What follows belongs to an exercise in optimizing a design on an open flow for small area, a short achievable clock period and few clock cycles per item; a production flow would make more cautious choices. Function was not checked in any run shown here: the RTL went through the layout flow alone.

==> flow/design.v (outline; a module is shown in full before it is edited, if it fits) <==
// module fcv_mul: 2648 lines
// module fcv_div: 99 lines
// module fcv_add: 43 lines
// module fcv_qsub: 10 lines
// module fcv_qadd: 10 lines
// module formation_consensus_velocity: 645 lines
module formation_consensus_velocity
#(
    parameter int NUM_AGENTS = 5
)(
    input  logic        clk,
    input  logic        rst_n,
    input  logic        start,
    output logic        busy,
    input  logic [2:0]  kind,
    input  logic [7:0]  agent_id,
    input  logic signed [31:0] pos_x,
    input  logic signed [31:0] pos_y,
    input  logic [2:0]  row_index,
    input  logic [2:0]  col_index,
    input  logic signed [31:0] table_word,
    output logic        done,
    output logic signed [31:0] velocity_x,
    output logic signed [31:0] velocity_y,
    output logic        id_known,
    output logic        localized,
    output logic        singular,
    input  logic        psel,
    input  logic        penable,
    input  logic        pwrite,
    input  logic [2:0]  paddr,
    input  logic [31:0] pwdata,
    output logic [31:0] prdata,
    output logic        pready
);
  // ...
==> flow/run.sh <==
#!/bin/bash
# synth_recipe.tcl (not shown) runs the flow's synth.tcl, then flattens the netlist and writes it again
# the make line also repeats each setting of config.mk as NAME=value (left out here)
make -C /OpenROAD-flow-scripts/flow DESIGN_CONFIG=/design/flow/config.mk WORK_HOME=/design/flow/orfs CLKGATE_MAP_FILE= SYNTH_SCRIPT=/design/flow/synth_recipe.tcl finish
==> flow/config.mk <==
export PLATFORM = sky130hd
export DESIGN_NAME = formation_consensus_velocity
export DESIGN_NICKNAME = formation_consensus_velocity
export VERILOG_FILES = /design/flow/design.v
export SDC_FILE = /design/flow/constraint.sdc
export NUM_CORES = 4
export LEC_CHECK = 0
export ABC_AREA = 1
export CAP_MARGIN = 20
export CORE_MARGIN = 2
export CORE_UTILIZATION = 35
export PLACE_DENSITY = 0.5
export SLEW_MARGIN = 20
==> flow/constraint.sdc <==
create_clock -name core_clock -period 12.0 [get_ports {clk}]
set_input_delay 2.4000 -clock core_clock [delete_from_list [all_inputs] [get_ports {clk}]]
set_output_delay 2.4000 -clock core_clock [all_outputs]
set_load 0.01 [all_outputs]
==> summary.txt, run 1 <==
# TYPE chip_impl_metric gauge
chip_impl_metric{name="area_share_clock_buf_inv",unit="%"} 5.66
chip_impl_metric{name="grt_first_pass_wirelength",unit="um"} 987000
chip_impl_metric{name="cts_sinks",unit=""} 2902
chip_impl_metric{name="routed_via_density",unit=""} 5.55
chip_impl_metric{name="post_drt_wl_per_cell",unit="um"} 26.9
chip_impl_metric{name="num-nonclk-buffers",unit=""} 672
chip_impl_metric{name="fin_worst_skew",unit="ns"} 0.109
chip_impl_metric{name="finalHoldViolCount",unit=""} 0
chip_impl_info{name="holdPathEnd",value="x_dst[3]"} 1
chip_impl_metric{name="cp.buffers_inverters",unit=""} 10
chip_impl_metric{name="route.met3.wl",unit="um"} 57800
chip_impl_metric{name="wire_length_on_met1",unit="um"} 282000
chip_impl_metric{name="nMultiInputCombCells",unit=""} 12977
chip_impl_metric{name="fraction_of_synthesized_cell_area_in_xor_and_xnor_cells",unit="%"} 4.19
chip_impl_metric{name="setup_violations",unit=""} 0
chip_impl_metric{name="tap-cell-count",unit=""} 6732
chip_impl_metric{name="first_pass_iters",unit=""} 6
chip_impl_info{name="tritoncts",value="done"} 1
chip_impl_metric{name="worst_path_largest_cell_delay",unit="ns"} 0.66
chip_impl_metric{name="fraction_of_cell_area_in_non_clock_buffers",unit="%"} 2.87
chip_impl_metric{name="port_buffers",unit=""} 194
chip_impl_metric{name="nets",unit=""} 20345
chip_impl_metric{name="start_util",unit="%"} 35.1
chip_impl_info{name="critPathCaptureType",value="flop"} 1
chip_impl_metric{name="remaining_drc_errors",unit=""} 0
chip_impl_metric{name="ctsLongestPathBuffers",unit=""} 4
chip_impl_info{name="run_status",value="finished clean"} 1
==> module fcv_div, before the edit <==
module fcv_div
(
    input  logic        clk,
    input  logic        rst_n,
    input  logic        init,
    input  logic [63:0] num_abs,
    input  logic        num_neg,
    input  logic        num_ovf,
    input  logic [46:0] den_abs,
    input  logic        den_neg,
    output logic        done,
    output logic [31:0] quo,
    output logic        sat,
    output logic        neg
);
    localparam int NUM_AGENTS_DEF = 5;
    localparam int FRAC_BITS      = 16;
    localparam int Q_W            = 32;
    function automatic logic [31:0] sat33(input logic [32:0] v);
        if (v[32] != v[31])
            sat33 = v[32] ? 32'h8000_0000 : 32'h7fff_ffff;
        else
            sat33 = v[31:0];
    endfunction
    function automatic logic [31:0] qsub(input logic [31:0] a, input logic [31:0] b);
        qsub = sat33({a[31], a} - {b[31], b});
    endfunction
    function automatic logic [31:0] qadd(input logic [31:0] a, input logic [31:0] b);
        qadd = sat33({a[31], a} + {b[31], b});
    endfunction
    function automatic logic [31:0] qscale(input logic [63:0] p);
        if (p[63:47] != {17{p[63]}})
            qscale = p[63] ? 32'h8000_0000 : 32'h7fff_ffff;
        else
            qscale = p[47:16];
    endfunction
    logic        run_reg;
    logic        done_reg;
    logic [3:0]  cnt_reg;
    logic [46:0] rem_reg;
    logic [31:0] quo_reg;
    logic        ovf_reg;
    logic        neg_reg;
    logic [47:0] r1, r2;
    logic [47:0] d1, d2;
    logic        ge1, ge2;
    logic [46:0] rem1;
    logic co1, co2;
    assign r1 = {rem_reg, quo_reg[31]};
    fcv_add #(48) u_sub1 (.a(r1), .b(~{1'b0, den_abs}), .cin(1'b1), .s(d1), .cout(co1));
    assign ge1  = co1;
    assign rem1 = ge1 ? d1[46:0] : r1[46:0];
    assign r2   = {rem1, quo_reg[30]};
    fcv_add #(48) u_sub2 (.a(r2), .b(~{1'b0, den_abs}), .cin(1'b1), .s(d2), .cout(co2));
    assign ge2  = co2;
    always_ff @(posedge clk or negedge rst_n)
    begin
        if (!rst_n)
        begin
            run_reg  <= 1'b0;
            done_reg <= 1'b0;
            cnt_reg  <= '0;
        end
        else if (init)
        begin
            run_reg  <= 1'b1;
            done_reg <= 1'b0;
            cnt_reg  <= '0;
        end
        else if (run_reg)
        begin
            cnt_reg <= cnt_reg + 4'd1;
            if (cnt_reg == 4'd15)
            begin
                run_reg  <= 1'b0;
                done_reg <= 1'b1;
            end
        end
    end
    always_ff @(posedge clk)
    begin
        if (init)
        begin
            rem_reg <= {15'd0, num_abs[63:32]};
            quo_reg <= num_abs[31:0];
            ovf_reg <= num_ovf;
            neg_reg <= num_neg ^ den_neg;
        end
        else if (run_reg)
        begin
            rem_reg <= ge2 ? d2[46:0] : r2[46:0];
            quo_reg <= {quo_reg[29:0], ge1, ge2};
        end
    end
    assign done = done_reg;
    assign sat  = ovf_reg | quo_reg[31];
    assign quo  = quo_reg;
    assign neg  = neg_reg;
endmodule
==> module formation_consensus_velocity, before the edit <==
module formation_consensus_velocity
#(
    parameter int NUM_AGENTS = 5
)(
    input  logic        clk,
    input  logic        rst_n,
    input  logic        start,
    output logic        busy,
    input  logic [2:0]  kind,
    input  logic [7:0]  agent_id,
    input  logic signed [31:0] pos_x,
    input  logic signed [31:0] pos_y,
    input  logic [2:0]  row_index,
    input  logic [2:0]  col_index,
    input  logic signed [31:0] table_word,
    output logic        done,
    output logic signed [31:0] velocity_x,
    output logic signed [31:0] velocity_y,
    output logic        id_known,
    output logic        localized,
    output logic        singular,
    input  logic        psel,
    input  logic        penable,
    input  logic        pwrite,
    input  logic [2:0]  paddr,
    input  logic [31:0] pwdata,
    output logic [31:0] prdata,
    output logic        pready
);
    localparam int NUM_AGENTS_DEF = 5;
    localparam int FRAC_BITS      = 16;
    localparam int Q_W            = 32;
    function automatic logic [31:0] sat33(input logic [32:0] v);
        if (v[32] != v[31])
            sat33 = v[32] ? 32'h8000_0000 : 32'h7fff_ffff;
        else
            sat33 = v[31:0];
    endfunction
    function automatic logic [31:0] qsub(input logic [31:0] a, input logic [31:0] b);
        qsub = sat33({a[31], a} - {b[31], b});
    endfunction
    function automatic logic [31:0] qadd(input logic [31:0] a, input logic [31:0] b);
        qadd = sat33({a[31], a} + {b[31], b});
    endfunction
    function automatic logic [31:0] qscale(input logic [63:0] p);
        if (p[63:47] != {17{p[63]}})
            qscale = p[63] ? 32'h8000_0000 : 32'h7fff_ffff;
        else
            qscale = p[47:16];
    endfunction
    localparam logic [2:0] KIND_REPORT  = 3'd0;
    localparam logic [2:0] KIND_COMPUTE = 3'd1;
    localparam logic [2:0] KIND_GAIN    = 3'd2;
    localparam logic [2:0] KIND_SHAPE   = 3'd3;
    localparam logic [2:0] KIND_MASK    = 3'd4;
    localparam logic [2:0] KIND_ID      = 3'd5;
    localparam int AC_A00 = 0;
    localparam int AC_A01 = 1;
    localparam int AC_A11 = 2;
    localparam int AC_B00 = 3;
    localparam int AC_B01 = 4;
    localparam int AC_B10 = 5;
    localparam int AC_B11 = 6;
    localparam int AC_VX  = 7;
    localparam int AC_VY  = 8;
    localparam int AC_N   = 9;
    localparam logic [3:0] S_IDLE   = 4'd0;
    localparam logic [3:0] S_VX     = 4'd1;
    localparam logic [3:0] S_VY     = 4'd2;
    localparam logic [3:0] S_L      = 4'd3;
    localparam logic [3:0] S_DET    = 4'd4;
    localparam logic [3:0] S_N      = 4'd5;
    localparam logic [3:0] S_TWAIT  = 4'd6;
    localparam logic [3:0] S_TW1    = 4'd7;
    localparam logic [3:0] S_TW2    = 4'd8;
    localparam logic [3:0] S_POS    = 4'd9;
    localparam logic [3:0] S_TW3    = 4'd10;
    logic [7:0]  id_reg    [5];
    logic [4:0]  mask_reg  [5];
    logic [31:0] gain_reg  [5][5];
    logic [31:0] shx_tab   [5];
    logic [31:0] shy_tab   [5];
    logic [31:0] px_tab    [5];
    logic [31:0] py_tab    [5];
    logic [4:0]  pos_valid_reg;
    logic [2:0]  miss_reg;
    logic [3:0]  state_reg;
    logic        busy_reg;
    logic [2:0]  lop_reg;
    logic [1:0]  tr_reg;
    logic [2:0]  slot_reg;
    logic [4:0]  nb_reg;
    logic [4:0]  nrem_reg;
    logic [4:0]  lrem_reg;
    logic        vfirst_reg;
    logic        lfirst_reg;
    logic        known_reg;
    logic        loc_reg;
    logic        sing_reg;
    logic [31:0] cx_reg, cy_reg;
    logic        vlow_reg;
    logic [31:0] a_reg, b_reg;
    logic        m_v, m_q, m_first, m_last, m_clr, m_load, m_neg, m_dq, m_init;
    logic [3:0]  m_dst;
    logic [1:0]  m_lane;
    logic [2:0]  m_flags;
    logic [63:0] ps_reg, pc_reg;
    logic        x_v, x_q, x_first, x_last, x_clr, x_load, x_neg, x_dq, x_init;
    logic [3:0]  x_dst;
    logic [1:0]  x_lane;
    logic [2:0]  x_flags;
    logic [63:0] prod_reg;
    logic        y_v, y_q, y_first, y_last, y_clr, y_load, y_neg, y_dq, y_init;
    logic [3:0]  y_dst;
    logic [1:0]  y_lane;
    logic [2:0]  y_flags;
    logic [31:0] acc_reg [AC_N];
    logic [63:0] wide_reg;
    logic        dqcap_reg;
    logic [3:0]  linit_reg;
    logic [46:0] dabs_reg;
    logic        dneg_reg;
    logic        done_reg;
    logic [2:0]  oflags_reg;
    logic        accept;
    logic        hit;
    logic [2:0]  hit_slot;
    logic        miss_valid;
    logic        row_ok, col_ok;
    assign accept     = start && !busy_reg;
    assign miss_valid = (miss_reg < 3'd5);
    assign row_ok     = (row_index < 3'd5);
    assign col_ok     = (col_index < 3'd5);
    always_comb
    begin
        hit      = 1'b0;
        hit_slot = '0;
        for (int s = 4; s >= 0; s--)
        begin
            if (id_reg[s] == agent_id)
            begin
                hit      = 1'b1;
                hit_slot = 3'(s);
            end
        end
    end
    logic [4:0] hit_mask;
    assign hit_mask = mask_reg[hit_slot];
    function automatic logic [2:0] lowest(input logic [4:0] m);
        lowest = 3'd0;
        for (int i = 4; i >= 0; i--)
            if (m[i]) lowest = 3'(i);
    endfunction
    logic [2:0]  kk;
    logic [2:0]  kv, kl;
    logic [31:0] rd_gain, rd_px, rd_py, rd_shx, rd_shy;
    logic [31:0] sub_a_in, sub_b_in;
    logic [31:0] qa, qb, qc, qd;
    assign kv = lowest(nrem_reg);
    assign kl = lowest(lrem_reg);
    always_comb
    begin
        unique case (state_reg)
            S_L:      kk = kl;
            S_TWAIT:  kk = miss_reg;
            default:  kk = kv;
        endcase
    end
    assign rd_gain = gain_reg[slot_reg][kk];
    assign rd_px   = pos_valid_reg[kk] ? px_tab[kk] : 32'd0;
    assign rd_py   = pos_valid_reg[kk] ? py_tab[kk] : 32'd0;
    assign rd_shx  = shx_tab[kk];
    assign rd_shy  = shy_tab[kk];
    assign sub_a_in = (state_reg == S_POS) ? acc_reg[AC_A00] : rd_px;
    assign sub_b_in = (state_reg == S_POS) ? acc_reg[AC_A01] : rd_py;
    fcv_qsub u_qa (.a(cx_reg), .b(sub_a_in), .y(qa));
    fcv_qsub u_qb (.a(cy_reg), .b(sub_b_in), .y(qb));
    fcv_qsub u_qc (.a(shx_tab[slot_reg]), .b(rd_shx), .y(qc));
    fcv_qsub u_qd (.a(shy_tab[slot_reg]), .b(rd_shy), .y(qd));
    logic [63:0] wide_abs;
    logic [3:0]  lane_done;
    logic [31:0] lane_quo [4];
    logic [3:0]  lane_sat, lane_neg;
    logic        wide_ovf;
    logic [31:0] theta_q;
    logic [31:0] theta;
    logic [63:0] wide_negv;
    logic [46:0] ovf_d;
    logic [31:0] theta_neg;
    logic        c_wn, c_ovf, c_tn;
    fcv_add #(64) u_wneg (.a(~wide_reg), .b(64'd0), .cin(1'b1), .s(wide_negv), .cout(c_wn));
    assign wide_abs = wide_reg[63] ? wide_negv : wide_reg;
    fcv_add #(47) u_ovf (.a({15'd0, wide_abs[63:32]}), .b(~dabs_reg), .cin(1'b1), .s(ovf_d), .cout(c_ovf));
    assign wide_ovf = c_ovf;
    assign theta_q  = lane_quo[tr_reg];
    fcv_add #(32) u_tneg (.a(~theta_q), .b(32'd0), .cin(1'b1), .s(theta_neg), .cout(c_tn));
    assign theta    = lane_neg[tr_reg] ? (lane_sat[tr_reg] ? 32'h8000_0000 : theta_neg)
                                       : (lane_sat[tr_reg] ? 32'h7fff_ffff : theta_q);
    genvar gl;
    generate
        for (gl = 0; gl < 4; gl++)
        begin : g_lane
            fcv_div u_lane (
                .clk(clk),
                .rst_n(rst_n),
                .init(linit_reg[gl]),
                .num_abs(wide_abs),
                .num_neg(wide_reg[63]),
                .num_ovf(wide_ovf),
                .den_abs(dabs_reg),
                .den_neg(dneg_reg),
                .done(lane_done[gl]),
                .quo(lane_quo[gl]),
                .sat(lane_sat[gl]),
                .neg(lane_neg[gl])
            );
        end
    endgenerate
    logic [3:0]  state_n;
    logic        busy_n;
    logic        iv, iq, ifirst, ilast, iclr, iload, ineg, idq, iinit;
    logic [3:0]  idst;
    logic [1:0]  ilane;
    logic [31:0] ia, ib;
    always_comb
    begin
        state_n = state_reg;
        busy_n  = busy_reg;
        iv = 1'b0; iq = 1'b1; ifirst = 1'b0; ilast = 1'b0; iclr = 1'b0;
        iload = 1'b0; ineg = 1'b0; idq = 1'b0; iinit = 1'b0;
        idst = 4'(AC_VX); ilane = 2'd0;
        ia = qc; ib = qa;
        unique case (state_reg)
            S_VX:
            begin
                if (nrem_reg == 5'd0)
                begin
                    if (vlow_reg)
                    begin
                        state_n = S_TWAIT;
                    end
                    else
                    begin
                        iv      = 1'b1;
                        iclr    = 1'b1;
                        ilast   = 1'b1;
                        ia      = 32'd0;
                        ib      = 32'd0;
                        state_n = S_IDLE;
                        busy_n  = 1'b0;
                    end
                end
                else
                begin
                    iv      = 1'b1;
                    ia      = rd_gain;
                    ib      = qa;
                    ifirst  = vfirst_reg;
                    idst    = 4'(AC_VX);
                    state_n = S_VY;
                    busy_n  = vlow_reg || ((nrem_reg & ~(5'd1 << kv)) != 5'd0);
                end
            end
            S_VY:
            begin
                iv     = 1'b1;
                ia     = rd_gain;
                ib     = qb;
                ifirst = vfirst_reg;
                idst   = 4'(AC_VY);
                if ((nrem_reg & ~(5'd1 << kv)) != 5'd0)
                begin
                    state_n = S_VX;
                end
                else if (vlow_reg)
                begin
                    state_n = S_TWAIT;
                end
                else
                begin
                    ilast   = 1'b1;
                    state_n = S_IDLE;
                end
            end
            S_L:
            begin
                unique case (lop_reg)
                    3'd0:
                    begin
                        if (lrem_reg == 5'd0)
                        begin
                            state_n = lfirst_reg ? S_VX : S_DET;
                        end
                        else
                        begin
                            iv = 1'b1; ia = qc; ib = qc; idst = 4'(AC_A00); ifirst = lfirst_reg;
                        end
                    end
                    3'd1: begin iv = 1'b1; ia = qc; ib = qd; idst = 4'(AC_A01); ifirst = lfirst_reg; end
                    3'd2: begin iv = 1'b1; ia = qd; ib = qd; idst = 4'(AC_A11); ifirst = lfirst_reg; end
                    3'd3: begin iv = 1'b1; ia = qc; ib = qa; idst = 4'(AC_B00); ifirst = lfirst_reg; end
                    3'd4: begin iv = 1'b1; ia = qc; ib = qb; idst = 4'(AC_B01); ifirst = lfirst_reg; end
                    3'd5: begin iv = 1'b1; ia = qd; ib = qa; idst = 4'(AC_B10); ifirst = lfirst_reg; end
                    default: begin iv = 1'b1; ia = qd; ib = qb; idst = 4'(AC_B11); ifirst = lfirst_reg; end
                endcase
            end
            S_DET:
            begin
                iv = 1'b1; iq = 1'b0;
                if (lop_reg[0] == 1'b0)
                begin
                    ia = acc_reg[AC_A00]; ib = acc_reg[AC_A11]; iload = 1'b1;
                end
                else
                begin
                    ia = acc_reg[AC_A01]; ib = acc_reg[AC_A01]; ineg = 1'b1; idq = 1'b1;
                    state_n = S_N;
                end
            end
            S_N:
            begin
                iv = 1'b1; iq = 1'b0;
                ilane = lop_reg[2:1];
                unique case (lop_reg)
                    3'd0: begin ia = acc_reg[AC_A11]; ib = acc_reg[AC_B00]; iload = 1'b1; end
                    3'd1: begin ia = acc_reg[AC_A01]; ib = acc_reg[AC_B10]; ineg = 1'b1; iinit = 1'b1; end
                    3'd2: begin ia = acc_reg[AC_A11]; ib = acc_reg[AC_B01]; iload = 1'b1; end
                    3'd3: begin ia = acc_reg[AC_A01]; ib = acc_reg[AC_B11]; ineg = 1'b1; iinit = 1'b1; end
                    3'd4: begin ia = acc_reg[AC_A01]; ib = acc_reg[AC_B00]; iload = 1'b1; ineg = 1'b1; end
                    3'd5: begin ia = acc_reg[AC_A00]; ib = acc_reg[AC_B10]; iinit = 1'b1; end
                    3'd6: begin ia = acc_reg[AC_A01]; ib = acc_reg[AC_B01]; iload = 1'b1; ineg = 1'b1; end
                    default: begin ia = acc_reg[AC_A00]; ib = acc_reg[AC_B11]; iinit = 1'b1; end
                endcase
                if (lop_reg == 3'd7)
                begin
                    state_n = S_VX;
                end
            end
            S_TWAIT:
            begin
                if (sing_reg)
                begin
                    state_n = S_VX;
                end
                else if (lane_done[tr_reg])
                begin
                    iv     = 1'b1;
                    ia     = theta;
                    ib     = tr_reg[1] ? qd : qc;
                    idst   = tr_reg[0] ? 4'(AC_A01) : 4'(AC_A00);
                    ifirst = !tr_reg[1];
                    if (tr_reg == 2'd3)
                    begin
                        state_n = S_TW1;
                    end
                end
            end
            S_TW1:   state_n = S_TW2;
            S_TW2:   state_n = S_TW3;
            S_TW3:   state_n = S_POS;
            S_POS:   state_n = S_VX;
            default: state_n = S_IDLE;
        endcase
        if (accept && kind == KIND_COMPUTE)
        begin
            busy_n = 1'b1;
            if (hit && miss_valid && hit_mask[miss_reg])
                state_n = S_L;
            else
                state_n = S_VX;
        end
    end
    always_ff @(posedge clk or negedge rst_n)
    begin
        if (!rst_n)
        begin
            state_reg     <= S_IDLE;
            busy_reg      <= 1'b0;
            miss_reg      <= 3'd5;
            pos_valid_reg <= '0;
            m_v           <= 1'b0;
            x_v           <= 1'b0;
            y_v           <= 1'b0;
            done_reg      <= 1'b0;
            dqcap_reg     <= 1'b0;
            linit_reg     <= '0;
        end
        else
        begin
            state_reg <= state_n;
            busy_reg  <= busy_n;
            m_v       <= iv;
            x_v       <= m_v;
            y_v       <= x_v;
            done_reg  <= y_v && y_last;
            dqcap_reg <= y_v && y_dq;
            for (int r = 0; r < 4; r++)
                linit_reg[r] <= y_v && y_init && (y_lane == 2'(r));
            if (psel && penable && pwrite && !paddr[2])
                miss_reg <= pwdata[2:0];
            if (accept && kind == KIND_REPORT && hit && !(miss_valid && hit_slot == miss_reg))
                pos_valid_reg[hit_slot] <= 1'b1;
            if (state_reg == S_POS)
                pos_valid_reg[miss_reg] <= 1'b1;
        end
    end
    always_ff @(posedge clk)
    begin
        if (accept)
        begin
            unique case (kind)
                KIND_REPORT:
                begin
                    if (hit && !(miss_valid && hit_slot == miss_reg))
                    begin
                        px_tab[hit_slot] <= pos_x;
                        py_tab[hit_slot] <= pos_y;
                    end
                end
                KIND_GAIN:
                begin
                    if (row_ok && col_ok)
                        gain_reg[row_index][col_index] <= table_word;
                end
                KIND_SHAPE:
                begin
                    if (row_ok)
                    begin
                        shx_tab[row_index] <= pos_x;
                        shy_tab[row_index] <= pos_y;
                    end
                end
                KIND_MASK:
                begin
                    if (row_ok)
                        mask_reg[row_index] <= table_word[4:0];
                end
                KIND_ID:
                begin
                    if (row_ok)
                        id_reg[row_index] <= table_word[7:0];
                end
                default: ;
            endcase
        end
        if (state_reg == S_POS)
        begin
            px_tab[miss_reg] <= qa;
            py_tab[miss_reg] <= qb;
        end
        if (accept && kind == KIND_COMPUTE)
        begin
            known_reg  <= hit;
            slot_reg   <= hit_slot;
            nb_reg     <= hit_mask;
            if (hit && miss_valid && hit_mask[miss_reg])
            begin
                nrem_reg <= hit_mask & ((5'd1 << miss_reg) - 5'd1);
                vlow_reg <= 1'b1;
            end
            else
            begin
                nrem_reg <= hit ? hit_mask : 5'd0;
                vlow_reg <= 1'b0;
            end
            lrem_reg   <= hit_mask & ~(5'd1 << miss_reg);
            vfirst_reg <= 1'b1;
            lfirst_reg <= 1'b1;
            loc_reg    <= 1'b0;
            sing_reg   <= 1'b0;
            cx_reg     <= pos_x;
            cy_reg     <= pos_y;
            lop_reg    <= 3'd0;
            tr_reg     <= 2'd0;
        end
        else
        begin
            unique case (state_reg)
                S_VY:
                begin
                    vfirst_reg <= 1'b0;
                    nrem_reg   <= nrem_reg & ~(5'd1 << kv);
                end
                S_L:
                begin
                    if (lop_reg == 3'd0)
                    begin
                        if (lrem_reg == 5'd0)
                        begin
                            if (lfirst_reg)
                            begin
                                sing_reg <= 1'b1;
                                nrem_reg <= nb_reg;
                                vlow_reg <= 1'b0;
                            end
                        end
                        else
                        begin
                            lop_reg <= 3'd1;
                        end
                    end
                    else if (lop_reg == 3'd6)
                    begin
                        lop_reg    <= 3'd0;
                        lfirst_reg <= 1'b0;
                        lrem_reg   <= lrem_reg & ~(5'd1 << kl);
                    end
                    else
                    begin
                        lop_reg <= lop_reg + 3'd1;
                    end
                end
                S_DET:
                begin
                    lop_reg <= lop_reg[0] ? 3'd0 : 3'd1;
                end
                S_N:
                begin
                    lop_reg <= lop_reg + 3'd1;
                end
                S_TWAIT:
                begin
                    if (sing_reg)
                    begin
                        nrem_reg <= nb_reg & ~((5'd1 << miss_reg) - 5'd1);
                        vlow_reg <= 1'b0;
                    end
                    else if (lane_done[tr_reg])
                    begin
                        tr_reg <= tr_reg + 2'd1;
                    end
                end
                S_POS:
                begin
                    loc_reg  <= 1'b1;
                    nrem_reg <= nb_reg & ~((5'd1 << miss_reg) - 5'd1);
                    vlow_reg <= 1'b0;
                end
                default: ;
            endcase
        end
        if (dqcap_reg)
        begin
            dabs_reg <= wide_abs[62:16];
            dneg_reg <= wide_reg[63];
            if (wide_abs[62:16] == 47'd0)
                sing_reg <= 1'b1;
        end
        a_reg   <= ia;
        b_reg   <= ib;
        m_q     <= iq;
        m_first <= ifirst;
        m_last  <= ilast;
        m_clr   <= iclr;
        m_load  <= iload;
        m_neg   <= ineg;
        m_dq    <= idq;
        m_init  <= iinit;
        m_dst   <= idst;
        m_lane  <= ilane;
        m_flags <= {known_reg, loc_reg || (state_reg == S_POS), sing_reg};
    end
    logic [63:0] ps, pc;
    fcv_mul u_mul (
        .a(a_reg),
        .b(b_reg),
        .ps(ps),
        .pc(pc)
    );
    always_ff @(posedge clk)
    begin
        ps_reg  <= ps;
        pc_reg  <= pc;
        x_q     <= m_q;
        x_first <= m_first;
        x_last  <= m_last;
        x_clr   <= m_clr;
        x_load  <= m_load;
        x_neg   <= m_neg;
        x_dq    <= m_dq;
        x_init  <= m_init;
        x_dst   <= m_dst;
        x_lane  <= m_lane;
        x_flags <= m_flags;
    end
    logic [63:0] prod;
    logic        c_prod;
    fcv_add #(64) u_prod (.a(ps_reg), .b(pc_reg), .cin(1'b0), .s(prod), .cout(c_prod));
    always_ff @(posedge clk)
    begin
        prod_reg <= prod;
        y_q      <= x_q;
        y_first  <= x_first;
        y_last   <= x_last;
        y_clr    <= x_clr;
        y_load   <= x_load;
        y_neg    <= x_neg;
        y_dq     <= x_dq;
        y_init   <= x_init;
        y_dst    <= x_dst;
        y_lane   <= x_lane;
        y_flags  <= x_flags;
    end
    logic [31:0] qv;
    logic [31:0] acc_in;
    logic [31:0] acc_sum;
    logic [63:0] wide_in;
    logic [63:0] wide_sum;
    logic        c_wide;
    assign qv       = qscale(prod_reg);
    assign acc_in   = y_first ? 32'd0 : acc_reg[y_dst];
    fcv_qadd u_acc (.a(acc_in), .b(qv), .y(acc_sum));
    assign wide_in  = y_load ? 64'd0 : wide_reg;
    fcv_add #(64) u_wide (.a(wide_in), .b(prod_reg ^ {64{y_neg}}), .cin(y_neg), .s(wide_sum), .cout(c_wide));
    always_ff @(posedge clk)
    begin
        if (y_v)
        begin
            if (y_clr)
            begin
                acc_reg[AC_VX] <= 32'd0;
                acc_reg[AC_VY] <= 32'd0;
            end
            else if (y_q)
            begin
                acc_reg[y_dst] <= acc_sum;
            end
            else
            begin
                wide_reg <= wide_sum;
            end
            if (y_last)
                oflags_reg <= y_flags;
        end
    end
    assign busy       = busy_reg;
    assign done       = done_reg;
    assign velocity_x = acc_reg[AC_VX];
    assign velocity_y = acc_reg[AC_VY];
    assign id_known   = oflags_reg[2];
    assign localized  = oflags_reg[1];
    assign singular   = oflags_reg[0];
    assign pready     = 1'b1;
    assign prdata     = paddr[2] ? 32'd0 : {29'd0, miss_reg};
endmodule
==> run 2, diff against run 1 <==
--- a/flow/design.v
+++ b/flow/design.v
@@ -2674,13 +2674,10 @@
     input  logic        init,
     input  logic [63:0] num_abs,
     input  logic        num_neg,
-    input  logic        num_ovf,
     input  logic [46:0] den_abs,
     input  logic        den_neg,
     output logic        done,
-    output logic [31:0] quo,
-    output logic        sat,
-    output logic        neg
+    output logic [31:0] quot
 );
     localparam int NUM_AGENTS_DEF = 5;
     localparam int FRAC_BITS      = 16;
@@ -2714,14 +2711,17 @@
     logic [47:0] d1, d2;
     logic        ge1, ge2;
     logic [46:0] rem1;
-    logic co1, co2;
-    assign r1 = {rem_reg, quo_reg[31]};
-    fcv_add #(48) u_sub1 (.a(r1), .b(~{1'b0, den_abs}), .cin(1'b1), .s(d1), .cout(co1));
-    assign ge1  = co1;
-    assign rem1 = ge1 ? d1[46:0] : r1[46:0];
-    assign r2   = {rem1, quo_reg[30]};
-    fcv_add #(48) u_sub2 (.a(r2), .b(~{1'b0, den_abs}), .cin(1'b1), .s(d2), .cout(co2));
-    assign ge2  = co2;
+    logic        sat;
+    always_comb
+    begin
+        r1   = {rem_reg, quo_reg[31]};
+        d1   = r1 - {1'b0, den_abs};
+        ge1  = !d1[47];
+        rem1 = ge1 ? d1[46:0] : r1[46:0];
+        r2   = {rem1, quo_reg[30]};
+        d2   = r2 - {1'b0, den_abs};
+        ge2  = !d2[47];
+    end
     always_ff @(posedge clk or negedge rst_n)
     begin
         if (!rst_n)
@@ -2752,7 +2752,7 @@
         begin
             rem_reg <= {15'd0, num_abs[63:32]};
             quo_reg <= num_abs[31:0];
-            ovf_reg <= num_ovf;
+            ovf_reg <= ({15'd0, num_abs[63:32]} >= den_abs);
             neg_reg <= num_neg ^ den_neg;
         end
         else if (run_reg)
@@ -2763,71 +2763,8 @@
     end
     assign done = done_reg;
     assign sat  = ovf_reg | quo_reg[31];
-    assign quo  = quo_reg;
-    assign neg  = neg_reg;
-endmodule
-module fcv_add #(parameter int W = 48) (
-    input  logic [W-1:0] a, b,
-    input  logic         cin,
-    output logic [W-1:0] s,
-    output logic         cout
-);
-    localparam int L = $clog2(W + 1);
-    logic [W:0] g [0:2*L+1];
-    logic [W:0] p [0:2*L+1];
-    genvar i, l;
-    assign g[0][0] = cin;
-    assign p[0][0] = 1'b0;
-    for (i = 0; i < W; i++) begin : g_bit
-        assign g[0][i+1] = a[i] & b[i];
-        assign p[0][i+1] = a[i] ^ b[i];
-    end
-    for (l = 0; l < L; l++) begin : g_up
-        for (i = 0; i <= W; i++) begin : g_n
-            if (((i + 1) % (1 << (l + 1))) == 0) begin : g_c
-                assign g[l+1][i] = g[l][i] | (p[l][i] & g[l][i - (1 << l)]);
-                assign p[l+1][i] = p[l][i] & p[l][i - (1 << l)];
-            end else begin : g_p
-                assign g[l+1][i] = g[l][i];
-                assign p[l+1][i] = p[l][i];
-            end
-        end
-    end
-    for (l = L - 1; l >= 1; l--) begin : g_dn
-        for (i = 0; i <= W; i++) begin : g_n
-            if (((i + 1) % (1 << l)) == (1 << (l - 1)) && i >= (1 << l)) begin : g_c
-                assign g[2*L-l][i] = g[2*L-l-1][i] | (p[2*L-l-1][i] & g[2*L-l-1][i - (1 << (l - 1))]);
-                assign p[2*L-l][i] = p[2*L-l-1][i] & p[2*L-l-1][i - (1 << (l - 1))];
-            end else begin : g_p
-                assign g[2*L-l][i] = g[2*L-l-1][i];
-                assign p[2*L-l][i] = p[2*L-l-1][i];
-            end
-        end
-    end
-    for (i = 0; i < W; i++) begin : g_s
-        assign s[i] = p[0][i+1] ^ g[2*L-1][i];
-    end
-    assign cout = g[2*L-1][W];
-endmodule
-module fcv_qsub (
-    input  logic [31:0] a,
-    input  logic [31:0] b,
-    output logic [31:0] y
-);
-    logic [32:0] d;
-    logic        co;
-    fcv_add #(33) u_add (.a({a[31], a}), .b(~{b[31], b}), .cin(1'b1), .s(d), .cout(co));
-    assign y = (d[32] != d[31]) ? (d[32] ? 32'h8000_0000 : 32'h7fff_ffff) : d[31:0];
-endmodule
-module fcv_qadd (
-    input  logic [31:0] a,
-    input  logic [31:0] b,
-    output logic [31:0] y
-);
-    logic [32:0] d;
-    logic        co;
-    fcv_add #(33) u_add (.a({a[31], a}), .b({b[31], b}), .cin(1'b0), .s(d), .cout(co));
-    assign y = (d[32] != d[31]) ? (d[32] ? 32'h8000_0000 : 32'h7fff_ffff) : d[31:0];
+    assign quot = neg_reg ? (sat ? 32'h8000_0000 : (32'd0 - quo_reg))
+                          : (sat ? 32'h7fff_ffff : quo_reg);
 endmodule
 module formation_consensus_velocity
 #(
@@ -2898,14 +2835,15 @@
     localparam logic [3:0] S_IDLE   = 4'd0;
     localparam logic [3:0] S_VX     = 4'd1;
     localparam logic [3:0] S_VY     = 4'd2;
-    localparam logic [3:0] S_L      = 4'd3;
-    localparam logic [3:0] S_DET    = 4'd4;
-    localparam logic [3:0] S_N      = 4'd5;
-    localparam logic [3:0] S_TWAIT  = 4'd6;
-    localparam logic [3:0] S_TW1    = 4'd7;
-    localparam logic [3:0] S_TW2    = 4'd8;
-    localparam logic [3:0] S_POS    = 4'd9;
-    localparam logic [3:0] S_TW3    = 4'd10;
+    localparam logic [3:0] S_SELF   = 4'd3;
+    localparam logic [3:0] S_L      = 4'd4;
+    localparam logic [3:0] S_DET    = 4'd5;
+    localparam logic [3:0] S_N      = 4'd6;
+    localparam logic [3:0] S_TFETCH = 4'd7;
+    localparam logic [3:0] S_TWAIT  = 4'd8;
+    localparam logic [3:0] S_TW1    = 4'd9;
+    localparam logic [3:0] S_TW2    = 4'd10;
+    localparam logic [3:0] S_POS    = 4'd11;
     logic [7:0]  id_reg    [5];
     logic [4:0]  mask_reg  [5];
     logic [31:0] gain_reg  [5][5];
@@ -2929,7 +2867,8 @@
     logic        loc_reg;
     logic        sing_reg;
     logic [31:0] cx_reg, cy_reg;
-    logic        vlow_reg;
+    logic [31:0] shx_reg, shy_reg;
+    logic [31:0] hx_reg, hy_reg, xx_reg, xy_reg;
     logic [31:0] a_reg, b_reg;
     logic        m_v, m_q, m_first, m_last, m_clr, m_load, m_neg, m_dq, m_init;
     logic [3:0]  m_dst;
@@ -2940,11 +2879,6 @@
     logic [3:0]  x_dst;
     logic [1:0]  x_lane;
     logic [2:0]  x_flags;
-    logic [63:0] prod_reg;
-    logic        y_v, y_q, y_first, y_last, y_clr, y_load, y_neg, y_dq, y_init;
-    logic [3:0]  y_dst;
-    logic [1:0]  y_lane;
-    logic [2:0]  y_flags;
     logic [31:0] acc_reg [AC_N];
     logic [63:0] wide_reg;
     logic        dqcap_reg;
@@ -2993,7 +2927,7 @@
     begin
         unique case (state_reg)
             S_L:      kk = kl;
-            S_TWAIT:  kk = miss_reg;
+            S_TFETCH: kk = miss_reg;
             default:  kk = kv;
         endcase
     end
@@ -3004,29 +2938,14 @@
     assign rd_shy  = shy_tab[kk];
     assign sub_a_in = (state_reg == S_POS) ? acc_reg[AC_A00] : rd_px;
     assign sub_b_in = (state_reg == S_POS) ? acc_reg[AC_A01] : rd_py;
-    fcv_qsub u_qa (.a(cx_reg), .b(sub_a_in), .y(qa));
-    fcv_qsub u_qb (.a(cy_reg), .b(sub_b_in), .y(qb));
-    fcv_qsub u_qc (.a(shx_tab[slot_reg]), .b(rd_shx), .y(qc));
-    fcv_qsub u_qd (.a(shy_tab[slot_reg]), .b(rd_shy), .y(qd));
+    assign qa = qsub(cx_reg, sub_a_in);
+    assign qb = qsub(cy_reg, sub_b_in);
+    assign qc = qsub(shx_reg, rd_shx);
+    assign qd = qsub(shy_reg, rd_shy);
     logic [63:0] wide_abs;
     logic [3:0]  lane_done;
-    logic [31:0] lane_quo [4];
-    logic [3:0]  lane_sat, lane_neg;
-    logic        wide_ovf;
-    logic [31:0] theta_q;
-    logic [31:0] theta;
-    logic [63:0] wide_negv;
-    logic [46:0] ovf_d;
-    logic [31:0] theta_neg;
-    logic        c_wn, c_ovf, c_tn;
-    fcv_add #(64) u_wneg (.a(~wide_reg), .b(64'd0), .cin(1'b1), .s(wide_negv), .cout(c_wn));
-    assign wide_abs = wide_reg[63] ? wide_negv : wide_reg;
-    fcv_add #(47) u_ovf (.a({15'd0, wide_abs[63:32]}), .b(~dabs_reg), .cin(1'b1), .s(ovf_d), .cout(c_ovf));
-    assign wide_ovf = c_ovf;
-    assign theta_q  = lane_quo[tr_reg];
-    fcv_add #(32) u_tneg (.a(~theta_q), .b(32'd0), .cin(1'b1), .s(theta_neg), .cout(c_tn));
-    assign theta    = lane_neg[tr_reg] ? (lane_sat[tr_reg] ? 32'h8000_0000 : theta_neg)
-                                       : (lane_sat[tr_reg] ? 32'h7fff_ffff : theta_q);
+    logic [31:0] lane_q [4];
+    assign wide_abs = wide_reg[63] ? (64'd0 - wide_reg) : wide_reg;
     genvar gl;
     generate
         for (gl = 0; gl < 4; gl++)
@@ -3037,13 +2956,10 @@
                 .init(linit_reg[gl]),
                 .num_abs(wide_abs),
                 .num_neg(wide_reg[63]),
-                .num_ovf(wide_ovf),
                 .den_abs(dabs_reg),
                 .den_neg(dneg_reg),
                 .done(lane_done[gl]),
-                .quo(lane_quo[gl]),
-                .sat(lane_sat[gl]),
-                .neg(lane_neg[gl])
+                .quot(lane_q[gl])
             );
         end
     endgenerate
@@ -3060,59 +2976,52 @@
         iv = 1'b0; iq = 1'b1; ifirst = 1'b0; ilast = 1'b0; iclr = 1'b0;
         iload = 1'b0; ineg = 1'b0; idq = 1'b0; iinit = 1'b0;
         idst = 4'(AC_VX); ilane = 2'd0;
-        ia = qc; ib = qa;
+        ia = a_reg; ib = b_reg;
         unique case (state_reg)
             S_VX:
             begin
+                iv = 1'b1;
                 if (nrem_reg == 5'd0)
                 begin
-                    if (vlow_reg)
-                    begin
-                        state_n = S_TWAIT;
-                    end
-                    else
-                    begin
-                        iv      = 1'b1;
-                        iclr    = 1'b1;
-                        ilast   = 1'b1;
-                        ia      = 32'd0;
-                        ib      = 32'd0;
-                        state_n = S_IDLE;
-                        busy_n  = 1'b0;
-                    end
+                    iclr    = 1'b1;
+                    ilast   = 1'b1;
+                    ia      = 32'd0;
+                    ib      = 32'd0;
+                    state_n = S_IDLE;
+                    busy_n  = 1'b0;
                 end
                 else
                 begin
-                    iv      = 1'b1;
                     ia      = rd_gain;
                     ib      = qa;
                     ifirst  = vfirst_reg;
                     idst    = 4'(AC_VX);
                     state_n = S_VY;
-                    busy_n  = vlow_reg || ((nrem_reg & ~(5'd1 << kv)) != 5'd0);
+                    busy_n  = ((nrem_reg & ~(5'd1 << kv)) != 5'd0);
                 end
             end
             S_VY:
             begin
                 iv     = 1'b1;
-                ia     = rd_gain;
-                ib     = qb;
+                ib     = xy_reg;
                 ifirst = vfirst_reg;
                 idst   = 4'(AC_VY);
-                if ((nrem_reg & ~(5'd1 << kv)) != 5'd0)
-                begin
-                    state_n = S_VX;
-                end
-                else if (vlow_reg)
+                ilast  = (nrem_reg == 5'd0);
+                if (nrem_reg == 5'd0)
                 begin
-                    state_n = S_TWAIT;
+                    state_n = S_IDLE;
+                    busy_n  = 1'b0;
                 end
                 else
                 begin
-                    ilast   = 1'b1;
-                    state_n = S_IDLE;
+                    state_n = S_VX;
+                    busy_n  = 1'b1;
                 end
             end
+            S_SELF:
+            begin
+                state_n = S_L;
+            end
             S_L:
             begin
                 unique case (lop_reg)
@@ -3127,12 +3036,12 @@
                             iv = 1'b1; ia = qc; ib = qc; idst = 4'(AC_A00); ifirst = lfirst_reg;
                         end
                     end
-                    3'd1: begin iv = 1'b1; ia = qc; ib = qd; idst = 4'(AC_A01); ifirst = lfirst_reg; end
-                    3'd2: begin iv = 1'b1; ia = qd; ib = qd; idst = 4'(AC_A11); ifirst = lfirst_reg; end
-                    3'd3: begin iv = 1'b1; ia = qc; ib = qa; idst = 4'(AC_B00); ifirst = lfirst_reg; end
-                    3'd4: begin iv = 1'b1; ia = qc; ib = qb; idst = 4'(AC_B01); ifirst = lfirst_reg; end
-                    3'd5: begin iv = 1'b1; ia = qd; ib = qa; idst = 4'(AC_B10); ifirst = lfirst_reg; end
-                    default: begin iv = 1'b1; ia = qd; ib = qb; idst = 4'(AC_B11); ifirst = lfirst_reg; end
+                    3'd1: begin iv = 1'b1; ia = hx_reg; ib = hy_reg; idst = 4'(AC_A01); ifirst = lfirst_reg; end
+                    3'd2: begin iv = 1'b1; ia = hx_reg; ib = xx_reg; idst = 4'(AC_B00); ifirst = lfirst_reg; end
+                    3'd3: begin iv = 1'b1; ia = hx_reg; ib = xy_reg; idst = 4'(AC_B01); ifirst = lfirst_reg; end
+                    3'd4: begin iv = 1'b1; ia = hy_reg; ib = hy_reg; idst = 4'(AC_A11); ifirst = lfirst_reg; end
+                    3'd5: begin iv = 1'b1; ia = hy_reg; ib = xx_reg; idst = 4'(AC_B10); ifirst = lfirst_reg; end
+                    default: begin iv = 1'b1; ia = hy_reg; ib = xy_reg; idst = 4'(AC_B11); ifirst = lfirst_reg; end
                 endcase
             end
             S_DET:
@@ -3164,20 +3073,20 @@
                 endcase
                 if (lop_reg == 3'd7)
                 begin
-                    state_n = S_VX;
+                    state_n = S_TFETCH;
                 end
             end
+            S_TFETCH:
+            begin
+                state_n = sing_reg ? S_VX : S_TWAIT;
+            end
             S_TWAIT:
             begin
-                if (sing_reg)
-                begin
-                    state_n = S_VX;
-                end
-                else if (lane_done[tr_reg])
+                if (lane_done[tr_reg])
                 begin
                     iv     = 1'b1;
-                    ia     = theta;
-                    ib     = tr_reg[1] ? qd : qc;
+                    ia     = lane_q[tr_reg];
+                    ib     = tr_reg[1] ? hy_reg : hx_reg;
                     idst   = tr_reg[0] ? 4'(AC_A01) : 4'(AC_A00);
                     ifirst = !tr_reg[1];
                     if (tr_reg == 2'd3)
@@ -3187,8 +3096,7 @@
                 end
             end
             S_TW1:   state_n = S_TW2;
-            S_TW2:   state_n = S_TW3;
-            S_TW3:   state_n = S_POS;
+            S_TW2:   state_n = S_POS;
             S_POS:   state_n = S_VX;
             default: state_n = S_IDLE;
         endcase
@@ -3196,7 +3104,7 @@
         begin
             busy_n = 1'b1;
             if (hit && miss_valid && hit_mask[miss_reg])
-                state_n = S_L;
+                state_n = S_SELF;
             else
                 state_n = S_VX;
         end
@@ -3211,7 +3119,6 @@
             pos_valid_reg <= '0;
             m_v           <= 1'b0;
             x_v           <= 1'b0;
-            y_v           <= 1'b0;
             done_reg      <= 1'b0;
             dqcap_reg     <= 1'b0;
             linit_reg     <= '0;
@@ -3222,11 +3129,10 @@
             busy_reg  <= busy_n;
             m_v       <= iv;
             x_v       <= m_v;
-            y_v       <= x_v;
-            done_reg  <= y_v && y_last;
-            dqcap_reg <= y_v && y_dq;
+            done_reg  <= x_v && x_last;
+            dqcap_reg <= x_v && x_dq;
             for (int r = 0; r < 4; r++)
-                linit_reg[r] <= y_v && y_init && (y_lane == 2'(r));
+                linit_reg[r] <= x_v && x_init && (x_lane == 2'(r));
             if (psel && penable && pwrite && !paddr[2])
                 miss_reg <= pwdata[2:0];
             if (accept && kind == KIND_REPORT && hit && !(miss_valid && hit_slot == miss_reg))
@@ -3284,16 +3190,7 @@
             known_reg  <= hit;
             slot_reg   <= hit_slot;
             nb_reg     <= hit_mask;
-            if (hit && miss_valid && hit_mask[miss_reg])
-            begin
-                nrem_reg <= hit_mask & ((5'd1 << miss_reg) - 5'd1);
-                vlow_reg <= 1'b1;
-            end
-            else
-            begin
-                nrem_reg <= hit ? hit_mask : 5'd0;
-                vlow_reg <= 1'b0;
-            end
+            nrem_reg   <= hit ? hit_mask : 5'd0;
             lrem_reg   <= hit_mask & ~(5'd1 << miss_reg);
             vfirst_reg <= 1'b1;
             lfirst_reg <= 1'b1;
@@ -3307,10 +3204,23 @@
         else
         begin
             unique case (state_reg)
+                S_VX:
+                begin
+                    if (nrem_reg != 5'd0)
+                    begin
+                        xy_reg   <= qb;
+                        nrem_reg <= nrem_reg & ~(5'd1 << kv);
+                    end
+                end
                 S_VY:
                 begin
                     vfirst_reg <= 1'b0;
-                    nrem_reg   <= nrem_reg & ~(5'd1 << kv);
+                end
+                S_SELF:
+                begin
+                    shx_reg <= shx_tab[slot_reg];
+                    shy_reg <= shy_tab[slot_reg];
+                    lop_reg <= 3'd0;
                 end
                 S_L:
                 begin
@@ -3320,13 +3230,17 @@
                         begin
                             if (lfirst_reg)
                             begin
-                                sing_reg <= 1'b1;
-                                nrem_reg <= nb_reg;
-                                vlow_reg <= 1'b0;
+                                sing_reg   <= 1'b1;
+                                nrem_reg   <= nb_reg;
+                                vfirst_reg <= 1'b1;
                             end
                         end
                         else
                         begin
+                            hx_reg  <= qc;
+                            hy_reg  <= qd;
+                            xx_reg  <= qa;
+                            xy_reg  <= qb;
                             lop_reg <= 3'd1;
                         end
                     end
@@ -3349,23 +3263,27 @@
                 begin
                     lop_reg <= lop_reg + 3'd1;
                 end
-                S_TWAIT:
+                S_TFETCH:
                 begin
+                    hx_reg <= qc;
+                    hy_reg <= qd;
+                    tr_reg <= 2'd0;
                     if (sing_reg)
                     begin
-                        nrem_reg <= nb_reg & ~((5'd1 << miss_reg) - 5'd1);
-                        vlow_reg <= 1'b0;
+                        nrem_reg   <= nb_reg;
+                        vfirst_reg <= 1'b1;
                     end
-                    else if (lane_done[tr_reg])
-                    begin
+                end
+                S_TWAIT:
+                begin
+                    if (lane_done[tr_reg])
                         tr_reg <= tr_reg + 2'd1;
-                    end
                 end
                 S_POS:
                 begin
-                    loc_reg  <= 1'b1;
-                    nrem_reg <= nb_reg & ~((5'd1 << miss_reg) - 5'd1);
-                    vlow_reg <= 1'b0;
+                    loc_reg    <= 1'b1;
+                    nrem_reg   <= nb_reg;
+                    vfirst_reg <= 1'b1;
                 end
                 default: ;
             endcase
@@ -3415,53 +3333,36 @@
         x_flags <= m_flags;
     end
     logic [63:0] prod;
-    logic        c_prod;
-    fcv_add #(64) u_prod (.a(ps_reg), .b(pc_reg), .cin(1'b0), .s(prod), .cout(c_prod));
-    always_ff @(posedge clk)
-    begin
-        prod_reg <= prod;
-        y_q      <= x_q;
-        y_first  <= x_first;
-        y_last   <= x_last;
-        y_clr    <= x_clr;
-        y_load   <= x_load;
-        y_neg    <= x_neg;
-        y_dq     <= x_dq;
-        y_init   <= x_init;
-        y_dst    <= x_dst;
-        y_lane   <= x_lane;
-        y_flags  <= x_flags;
-    end
     logic [31:0] qv;
     logic [31:0] acc_in;
     logic [31:0] acc_sum;
     logic [63:0] wide_in;
     logic [63:0] wide_sum;
-    logic        c_wide;
-    assign qv       = qscale(prod_reg);
-    assign acc_in   = y_first ? 32'd0 : acc_reg[y_dst];
-    fcv_qadd u_acc (.a(acc_in), .b(qv), .y(acc_sum));
-    assign wide_in  = y_load ? 64'd0 : wide_reg;
-    fcv_add #(64) u_wide (.a(wide_in), .b(prod_reg ^ {64{y_neg}}), .cin(y_neg), .s(wide_sum), .cout(c_wide));
+    assign prod     = ps_reg + pc_reg;
+    assign qv       = qscale(prod);
+    assign acc_in   = x_first ? 32'd0 : acc_reg[x_dst];
+    assign acc_sum  = qadd(acc_in, qv);
+    assign wide_in  = x_load ? 64'd0 : wide_reg;
+    assign wide_sum = x_neg ? (wide_in - prod) : (wide_in + prod);
     always_ff @(posedge clk)
     begin
-        if (y_v)
+        if (x_v)
         begin
-            if (y_clr)
+            if (x_clr)
             begin
                 acc_reg[AC_VX] <= 32'd0;
                 acc_reg[AC_VY] <= 32'd0;
             end
-            else if (y_q)
+            else if (x_q)
             begin
-                acc_reg[y_dst] <= acc_sum;
+                acc_reg[x_dst] <= acc_sum;
             end
             else
             begin
                 wide_reg <= wide_sum;
             end
-            if (y_last)
-                oflags_reg <= y_flags;
+            if (x_last)
+                oflags_reg <= x_flags;
         end
     end
     assign busy       = busy_reg;
==> run 2 against run 1 <==
Synthesized area increased by 14%. Fmax rose by 15%. Routed wire length is 23% higher. Worst hold slack improved by 0.024 ns. Critical endpoint is now acc_reg[4][9]. Non-clock buffer count shrank 58. Setup slack improved by 1.3 ns. Still clean.
==> summary.txt, run 2 <==
# TYPE chip_impl_metric gauge
chip_impl_metric{name="htree_levels",unit=""} 5
chip_impl_metric{name="finalMaxSlewViolations",unit=""} 0
chip_impl_metric{name="number_of_enable_flip_flop_cells_after_synthesis",unit=""} 2703
chip_impl_metric{name="post_synth.cell_area_avg",unit="um^2"} 8.23
chip_impl_metric{name="remaining_drc_errors",unit=""} 0
chip_impl_metric{name="min_path_cells",unit=""} 0
chip_impl_metric{name="timing.max_cap.violations",unit=""} 0
chip_impl_metric{name="final.period_utilization",unit="%"} 71.6
chip_impl_metric{name="routed_via_density",unit=""} 5.52
chip_impl_metric{name="start_util",unit="%"} 35.1
chip_impl_metric{name="detail_route.wirelength",unit="um"} 849000
chip_impl_metric{name="clock_buffers_created_by_tritoncts",unit=""} 358
chip_impl_info{name="yosys.area.top_type",value="edfxtp_1"} 1
chip_impl_metric{name="largest_register_ff_count",unit=""} 800
chip_impl_metric{name="yosysTopAreaCellShare",unit="%"} 39.7
chip_impl_metric{name="row_count",unit=""} 280
chip_impl_metric{name="cts_sinks",unit=""} 3008
chip_impl_info{name="synth.cells.most_frequent",value="nand2_1, inv_1, edfxtp_1, nor2_1, o21ai_0"} 1
chip_impl_info{name="final_cell_mix",value="nand2_1, inv_1, edfxtp_1"} 1
chip_impl_metric{name="rr_worst_depth",unit=""} 30
chip_impl_info{name="run_status",value="finished clean"} 1
chip_impl_metric{name="cts.clk_slew.worst_paths",unit="ns"} 0.06
chip_impl_info{name="regToRegStartpoint",value="ps_reg[41]"} 1
chip_impl_metric{name="grt_antenna_before_repair",unit=""} 51
chip_impl_info{name="final_common_cell",value="nand2_1"} 1
chip_impl_metric{name="core-area",unit="um^2"} 581000
chip_impl_metric{name="post_drt_wl_per_cell",unit="um"} 26.0
chip_impl_metric{name="yosysSeqAreaShare",unit="%"} 42.8
chip_impl_info{name="rsz0062_at_grt",value="false"} 1
chip_impl_metric{name="die_width",unit="um"} 768
chip_impl_info{name="most_frequent_cell_on_the_critical_path",value="nand2_1"} 1
chip_impl_metric{name="number_of_drc_markers_in_iteration_0",unit=""} 18885
chip_impl_metric{name="post_synthesis_sequential_element_count",unit=""} 3008
chip_impl_info{name="timing.rr.end",value="acc_reg[4][9]"} 1
chip_impl_metric{name="fin_worst_skew",unit="ns"} 0.100
chip_impl_metric{name="io_pins",unit=""} 256
chip_impl_metric{name="worst_path_largest_cell_delay",unit="ns"} 0.91
chip_impl_metric{name="finalCoreUtilization",unit="%"} 39.0
chip_impl_metric{name="first_pass_iters",unit=""} 8
chip_impl_metric{name="die_h",unit="um"} 768
chip_impl_info{name="critPathLaunchType",value="flop"} 1
chip_impl_info{name="critPathCaptureType",value="flop"} 1
chip_impl_metric{name="place_worst_setup_slack",unit="ns"} 3.78
chip_impl_metric{name="required",unit="ns"} 12.64
chip_impl_metric{name="worst_slew_pin_slew",unit="ns"} 1.35
chip_impl_metric{name="fin_setup_tns",unit="ns"} 0
chip_impl_metric{name="detailed_place_hpwl",unit="um"} 619000
chip_impl_info{name="postSynth.topFlopCell",value="edfxtp_1"} 1
chip_impl_metric{name="via_count",unit=""} 180761
chip_impl_info{name="clockRootBuffer",value="clkbuf_16"} 1
chip_impl_metric{name="port_buffers",unit=""} 194
chip_impl_info{name="tritoncts",value="done"} 1
chip_impl_metric{name="grt_overflow_total",unit=""} 0
chip_impl_metric{name="cp.arrival",unit="ns"} 9.23
chip_impl_metric{name="grt_pass1_vias",unit=""} 170152
chip_impl_metric{name="grt_start_max_net_pins",unit=""} 159
chip_impl_metric{name="gp_congestion",unit=""} 0.980
chip_impl_metric{name="synth_async_sr_flop_share",unit="%"} 1.50
chip_impl_metric{name="min_cycle_time_layout",unit="ns"} 8.60
chip_impl_metric{name="netlist_area",unit="um^2"} 204000
chip_impl_metric{name="setup_violations",unit=""} 0
chip_impl_metric{name="synthDistinctLibCells",unit=""} 69
chip_impl_metric{name="grt_first_pass_wirelength",unit="um"} 1210000
chip_impl_metric{name="post_cts_resize_count",unit=""} 0
chip_impl_metric{name="global_route.usage.total",unit="%"} 27.7
chip_impl_metric{name="setup_slack",unit="ns"} 3.40
chip_impl_metric{name="post_synth_inst_count",unit=""} 24818
chip_impl_metric{name="dieArea",unit="um^2"} 590000
chip_impl_metric{name="nets",unit=""} 26022
chip_impl_metric{name="post_cts_buffers",unit=""} 0
chip_impl_metric{name="worst_skew_pair.late_latency",unit="ns"} 1.02
chip_impl_metric{name="finalHoldViolCount",unit=""} 0
chip_impl_info{name="holdCritStartpoint",value="m_dst[2]"} 1
chip_impl_info{name="yosys.cell_count.top_type",value="nand2_1"} 1
chip_impl_metric{name="nFillCells",unit=""} 59540
chip_impl_metric{name="r2r_slack",unit="ns"} 3.40
chip_impl_info{name="critPathLaunch",value="ps_reg[41]"} 1
chip_impl_metric{name="ant_nets",unit=""} 0
chip_impl_metric{name="cts.hold.buffers_added",unit=""} 0
chip_impl_metric{name="final_layout_size_suffix_gt1_share",unit="%"} 4.96
chip_impl_metric{name="synthesis.yosys.warnings",unit=""} 3
chip_impl_metric{name="ctsLongestPathBuffers",unit=""} 4
chip_impl_metric{name="cp_max_fo",unit=""} 31
chip_impl_info{name="holdPathEnd",value="x_dst[2]"} 1
chip_impl_metric{name="layout-area-overhead-vs-synth",unit="%"} 11.1
chip_impl_info{name="worst_hold_path_type",value="flop to flop"} 1
chip_impl_info{name="slowest_stage",value="a21oi_4"} 1
chip_impl_info{name="synth.top_cells.by_area",value="edfxtp_1, nand2_1, inv_1"} 1
chip_impl_metric{name="timing.slew.headroom",unit="%"} 8.95
chip_impl_info{name="path_class",value="flop to flop"} 1
chip_impl_metric{name="max_freq",unit="MHz"} 116
[run 2: cell types whose count changed after synthesis, moves of 311 or more]
cell	change
nand2_1	+1795
a21oi_1	+559
o21ai_0	+359
fa_1	-311
nor2_1	+1026
nand3_1	+349
inv_1	+1274
[run 2: cell families (layout without fill, tap and decap cells)]
group | Yosys count | after routing | synth area share (%)
other cells | 2 | 61 | 0.00368
buf+inv | 4155 | 4251 | 7.76
simple gates | 9340 | 9340 | 18.6
compound gates | 5926 | 5926 | 16.7
mux | 21 | 21 | 0.104
fa+ha+maj | 1230 | 1230 | 9.12
flops | 3008 | 3008 | 42.8
xor+xnor | 1136 | 1136 | 4.87
[run 2: area by class of cell]
cell class / count / area (um^2) / area share (%)
diodes: 31 / 77.6 / 0.0342
clock buffers: 463 / 9670 / 4.26
inverters: 2973 / 11200 / 4.95
well taps: 7755 / 9700 / 4.28
repair buffers: 614 / 5160 / 2.28
multi-input cells: 17683 / 102000 / 44.8
flip-flops and latches: 3008 / 87500 / 38.6
clock inverters: 201 / 1810 / 0.798
[run 2: routing by layer]
metal	routed length [um]	GRT usage, %	vias up
met5	125	0	-
met4	41600	11.7	20
met3	67300	4.76	1493
met2	384000	44.4	7184
met1	357000	37.0	87722
li1	-	-	84342
[run 2: worst max path at each step]
stage | endpoint | slack (ns) | cells after the start
floorplan | px_tab[0][0] | 2.91 | 11
global placement | b_reg[17] | 3.76 | 28
detailed placement | acc_reg[1][28] | 3.78 | 32
CTS | acc_reg[4][9] | 3.66 | 30
global route | acc_reg[1][28] | 2.87 | 32
finish | acc_reg[4][9] | 3.40 | 30
[run 2: through the flow]
stage / instance area [um^2] / instances / hold WS (ns)
6_report: 227000 / 32728 / 0.325
5_1_grt: 227000 / 32707 / 0.332
4_1_cts: 227000 / 32696 / 0.326
3_5_place_dp: 215000 / 32032 / 0.312
3_3_place_gp: 215000 / 32032 / 0.312
2_1_floorplan: 204000 / 24846 / 0.310
[run 2: critical path, delay by kind of cell, from the launching register on]
| family | cells | cell delay [ns] |
|---|---|---|
| simple gates | 18 | 3.23 |
| xor+xnor | 1 | 0.08 |
| compound gates | 7 | 2.89 |
| fa+ha+maj | 2 | 0.95 |
| flops | 1 | 0.31 |
| buf+inv | 2 | 0.68 |

[separate check: timing with driven ports]
In the flow no input, the clock included, has a driving cell. The finished layouts below were timed again as built, in two steps.
Step 1: set_driving_cell puts a clkbuf_16 on clk and a buf_2 on each other input, an assumption about the parent block.
Step 2 adds t to the input delays and takes it off the output delays; t is the mean of the earliest and latest rising clock arrival at the registers after step 1. Input paths then give back, and output paths get back, about the clock's delay inside the block.
Three values: ideal, step 1, step 2; two values: the first two.
run	t (ns)	setup slack, ns	worst hold slack (ns)	worst setup path at the end	worst data-port slew with drivers (ns)
run 1	1.106	2.120 / 2.120 / 2.120	0.302 / 0.302 / 0.302	register to register	0.21
run 2	1.113	3.404 / 3.404 / 3.404	0.325 / 0.325 / 0.325	register to register	0.19
After both steps every run listed still meets setup and hold.
